Source: an optimization exercise on an open RTL-to-GDS flow (aim: small area, a short achievable clock period and few clock cycles). Production flows keep margins and buffers that such runs may drop.
The RTL was checked by simulation tests, not by an equivalence proof against the original design.
Power figures rest on the tool's default switching activity, not on a simulated workload.

Setup of rev 12:
==> module matmul_top, before the edit <==
module matmul_top (
  input  wire        clk,
  input  wire        reset_n,
  input  wire        dut_valid,
  output wire        dut_ready,
  output wire [11:0] input_read_address,
  input  wire [31:0] input_read_data,
  output wire [11:0] weight_read_address,
  input  wire [31:0] weight_read_data,
  output wire        result_write_enable,
  output wire [11:0] result_write_address,
  output wire [31:0] result_write_data
);
  reg         ready_q;    
  reg         wait_q;     
  reg         load_q;     
  reg         run_q;      
  reg  [11:0] a_addr, b_addr, row_base;
  reg  [11:0] n_q, p_q;
  reg  [11:0] k_cnt, j_cnt, i_cnt;
  reg         k_last, j_last, i_last;    
  reg         n_one, p_one;               
  reg         v_d, f_d, l_d, e_d;
  reg         f_t, l_t, v_t, e_t;
  reg         f_u, l_u, v_u, e_u;
  reg         l_r, e_r;
  reg         we_q, wend_q;
  reg  [11:0] wr_addr;
  wire start    = ready_q & dut_valid;
  wire job_last = k_last & j_last & i_last;
  assign dut_ready           = ready_q;
  assign input_read_address  = a_addr;
  assign weight_read_address = b_addr;
  always @(posedge clk) begin
    if (!reset_n) begin
      ready_q <= 1'b1;
      wait_q  <= 1'b0;
      load_q  <= 1'b0;
      run_q   <= 1'b0;
    end else begin
      wait_q <= start;
      load_q <= wait_q;
      if (load_q)
        run_q <= 1'b1;
      else if (job_last)
        run_q <= 1'b0;
      if (start)
        ready_q <= 1'b0;
      else if (wend_q)
        ready_q <= 1'b1;
    end
  end
  always @(posedge clk) begin
    if (load_q) begin
      n_q      <= input_read_data[11:0];
      p_q      <= weight_read_data[11:0];
      n_one    <= (input_read_data[11:0] == 12'd1);
      p_one    <= (weight_read_data[11:0] == 12'd1);
      k_cnt    <= input_read_data[11:0];
      j_cnt    <= weight_read_data[11:0];
      i_cnt    <= input_read_data[27:16];
      k_last   <= (input_read_data[11:0] == 12'd1);
      j_last   <= (weight_read_data[11:0] == 12'd1);
      i_last   <= (input_read_data[27:16] == 12'd1);
      a_addr   <= 12'd1;
      b_addr   <= 12'd1;
      row_base <= 12'd1;
    end else if (run_q) begin
      if (!k_last) begin
        k_cnt  <= k_cnt - 12'd1;
        k_last <= (k_cnt == 12'd2);
        a_addr <= a_addr + 12'd1;
        b_addr <= b_addr + 12'd1;
      end else begin
        k_cnt  <= n_q;
        k_last <= n_one;
        if (!j_last) begin
          j_cnt  <= j_cnt - 12'd1;
          j_last <= (j_cnt == 12'd2);
          a_addr <= row_base;
          b_addr <= b_addr + 12'd1;
        end else begin
          j_cnt  <= p_q;
          j_last <= p_one;
          if (!i_last) begin
            i_cnt    <= i_cnt - 12'd1;
            i_last   <= (i_cnt == 12'd2);
            a_addr   <= a_addr + 12'd1;
            row_base <= a_addr + 12'd1;
            b_addr   <= 12'd1;
          end else begin
            a_addr <= 12'd0;
            b_addr <= 12'd0;
          end
        end
      end
    end else if (ready_q) begin
      a_addr <= 12'd0;
      b_addr <= 12'd0;
    end
  end
  reg k_first;
  always @(posedge clk) begin
    if (load_q)
      k_first <= 1'b1;
    else if (run_q)
      k_first <= k_last;
    f_d <= k_first;
    l_d <= k_last;
    f_t <= f_d;
    l_t <= l_d;
    f_u <= f_t;
    l_u <= l_t;
  end
  reg  [31:0] a_q;
  reg  [15:0] one_q, two_q, neg_q;
  reg  [31:0] acc_s, acc_c;
  reg  [1:0]  acc_x;         
  reg  [91:0] pr_q;         
  reg  [31:0] res_q;
  wire [32:0] bx = {weight_read_data, 1'b0};
  wire [31:0] ts, tc;
  wire [1:0]  tx;
  wire [91:0] pp;
  integer d;
  always @(posedge clk) begin
    a_q <= input_read_data;
    for (d = 0; d < 16; d = d + 1) begin
      one_q[d] <= bx[2*d+1] ^ bx[2*d];
      two_q[d] <= (bx[2*d+2] & ~bx[2*d+1] & ~bx[2*d]) | (~bx[2*d+2] & bx[2*d+1] & bx[2*d]);
      neg_q[d] <= bx[2*d+2];
    end
  end
  pp_tree tree1 (
    .a   (a_q),
    .one (one_q),
    .two (two_q),
    .neg (neg_q),
    .p   (pp)
  );
  acc_tree tree2 (
    .p   (pr_q),
    .as  (f_u ? 32'd0 : acc_s),
    .ac  (f_u ? 32'd0 : acc_c),
    .ax  (f_u ? 2'd0 : acc_x),
    .s   (ts),
    .c   (tc),
    .x   (tx)
  );
  wire [31:0] sum_sc;
  cpa32 cpa0 (.a(acc_s), .b(acc_c), .y(sum_sc));
  always @(posedge clk) begin
    pr_q  <= pp;
    acc_s <= ts;
    acc_c <= tc;
    acc_x <= tx;
    res_q <= sum_sc ^ {^acc_x, 31'd0};
  end
  always @(posedge clk) begin
    if (!reset_n) begin
      v_d    <= 1'b0;
      e_d    <= 1'b0;
      v_t    <= 1'b0;
      e_t    <= 1'b0;
      v_u    <= 1'b0;
      e_u    <= 1'b0;
      l_r    <= 1'b0;
      e_r    <= 1'b0;
      we_q   <= 1'b0;
      wend_q <= 1'b0;
    end else begin
      v_d    <= run_q;
      e_d    <= run_q & job_last;
      v_t    <= v_d;
      e_t    <= e_d;
      v_u    <= v_t;
      e_u    <= e_t;
      l_r    <= v_u & l_u;
      e_r    <= e_u;
      we_q   <= l_r;
      wend_q <= e_r;
    end
  end
  always @(posedge clk) begin
    if (load_q)
      wr_addr <= 12'd0;
    else if (we_q)
      wr_addr <= wr_addr + 12'd1;
  end
  assign result_write_enable  = we_q;
  assign result_write_address = wr_addr;
  assign result_write_data    = res_q;
endmodule
clock: 10.0 ns
lec_check: 0
cap_margin: 20
core_margin: 2
core_utilization: 40
slew_margin: 20
standard.sh (not shown) runs the stock make flow with config.mk's settings and CLKGATE_MAP_FILE= SYNTH_SCRIPT=/design/flow/synth_recipe.tcl, a recipe that flattens the netlist after the stock synthesis.
==> flow/flow/run.sh <==
#!/bin/bash
# Standard ORFS layout, with repair_timing aiming for extra setup slack (and
# free to change cell footprints) so the resizer sizes the datapath for a
# shorter period than the 10 ns constraint; port buffers use buf_1; the
# clock tree uses larger sink clusters.
set -euo pipefail
bash standard.sh synth > synth.log 2>&1
bash standard.sh SETUP_SLACK_MARGIN=6.9 MATCH_CELL_FOOTPRINT=0 \
  "BUFFER_PORTS_ARGS=-buffer_cell sky130_fd_sc_hd__buf_1" \
  CTS_CLUSTER_SIZE=25 CTS_CLUSTER_DIAMETER=150 CORE_UTILIZATION=70 finish > layout.log 2>&1
Testbench counts of rev 12, summed over its fixed seeds: cycles 70,323.
### rev 12 -> rev 13
--- a/flow/design.v
+++ b/flow/design.v
@@ -1139,20 +1139,22 @@
   reg         run_q;      
   reg  [11:0] a_addr, b_addr, row_base;
   reg  [11:0] n_q, p_q;
   reg  [11:0] k_cnt, j_cnt, i_cnt;
   reg         k_last, j_last, i_last;    
   reg         n_one, p_one;               
-  reg         v_d, f_d, l_d, e_d;
-  reg         f_t, l_t, v_t, e_t;
-  reg         f_u, l_u, v_u, e_u;
-  reg         l_r, e_r;
-  reg         we_q, wend_q;
+  reg         v_d, l_d;
+  reg         v_t, l_t;
+  reg         v_u, l_u;
+  reg         nf_q;       
+  reg         l_r;
+  reg         we_q;
   reg  [11:0] wr_addr;
   wire start    = ready_q & dut_valid;
   wire job_last = k_last & j_last & i_last;
+  wire drained  = !(wait_q | load_q | run_q | v_d | v_t | v_u | l_r);
   assign dut_ready           = ready_q;
   assign input_read_address  = a_addr;
   assign weight_read_address = b_addr;
   always @(posedge clk) begin
     if (!reset_n) begin
       ready_q <= 1'b1;
@@ -1165,14 +1167,14 @@
       if (load_q)
         run_q <= 1'b1;
       else if (job_last)
         run_q <= 1'b0;
       if (start)
         ready_q <= 1'b0;
-      else if (wend_q)
-        ready_q <= 1'b1;
+      else if (drained)
+        ready_q <= 1'b1;   
     end
   end
   always @(posedge clk) begin
     if (load_q) begin
       n_q      <= input_read_data[11:0];
       p_q      <= weight_read_data[11:0];
@@ -1218,25 +1220,19 @@
       end
     end else if (ready_q) begin
       a_addr <= 12'd0;
       b_addr <= 12'd0;
     end
   end
-  reg k_first;
   always @(posedge clk) begin
-    if (load_q)
-      k_first <= 1'b1;
-    else if (run_q)
-      k_first <= k_last;
-    f_d <= k_first;
-    l_d <= k_last;
-    f_t <= f_d;
-    l_t <= l_d;
-    f_u <= f_t;
-    l_u <= l_t;
+    l_d  <= k_last;
+    l_t  <= l_d;
+    l_u  <= l_t;
+    nf_q <= v_u & ~l_u;
   end
+  wire f_u = ~nf_q;
   reg  [31:0] a_q;
   reg  [15:0] one_q, two_q, neg_q;
   reg  [31:0] acc_s, acc_c;
   reg  [1:0]  acc_x;         
   reg  [91:0] pr_q;         
   reg  [31:0] res_q;
@@ -1278,32 +1274,22 @@
     acc_x <= tx;
     res_q <= sum_sc ^ {^acc_x, 31'd0};
   end
   always @(posedge clk) begin
     if (!reset_n) begin
       v_d    <= 1'b0;
-      e_d    <= 1'b0;
       v_t    <= 1'b0;
-      e_t    <= 1'b0;
       v_u    <= 1'b0;
-      e_u    <= 1'b0;
       l_r    <= 1'b0;
-      e_r    <= 1'b0;
       we_q   <= 1'b0;
-      wend_q <= 1'b0;
     end else begin
       v_d    <= run_q;
-      e_d    <= run_q & job_last;
       v_t    <= v_d;
-      e_t    <= e_d;
       v_u    <= v_t;
-      e_u    <= e_t;
       l_r    <= v_u & l_u;
-      e_r    <= e_u;
       we_q   <= l_r;
-      wend_q <= e_r;
     end
   end
   always @(posedge clk) begin
     if (load_q)
       wr_addr <= 12'd0;
     else if (we_q)
Notes after the runs:
- In the flow results for rev 13 and rev 12, the combinational power share is larger on rev 12.
- Critical path capture point: result_write_address[6] -> rev 12, weight_read_address[9] -> rev 13
- The final reports for rev 13 and rev 12 show area added between synthesis and finish lower in the former.
- Delta (rev 13 minus rev 12): worst setup slack closely matched the old numbers, compound-cell area share of the yosys netlist decreased by 0.34 points relative to the old numbers, number of vias in the routed layout decreased by 2.5% relative to the old numbers.
- Count of non-CTS buffers in the layout (rev 12 / rev 13): 1.18
- Global routing met3 resource utilization (lower): rev 13
- Between rev 13 and rev 12, the difference in time the worst path needs with I/O delays and setup is negligible.
Testbench counts of rev 13, summed over its fixed seeds: cycles 70,323.

separate check: timing with driven ports:
Ports are ideal in the flow. The routed layouts listed here were re-timed in OpenROAD. Step 1 assumes that a clkbuf_16 drives the clock port and a buf_2 every other input. Step 2, shift: input delay + t, output delay - t, t = (earliest + latest rising clock arrival at the registers) / 2. This alone moves slack from input paths to output paths. Slacks: no drivers / after step 1 / after step 2; pairs: no drivers / after step 1.
run | t (ns) | setup slack, ns | worst register clock-pin slew, ns
rev 12 | 0.609 | 6.925 / 6.870 / 6.800 | 0.10 / 0.10
rev 13 | 0.591 | 6.925 / 6.870 / 6.948 | 0.10 / 0.10
After both steps setup and hold are still met in every run listed. For rev 12, which loses most, drivers alone change the setup slack by -0.055 ns; drivers and shift together by -0.125 ns.
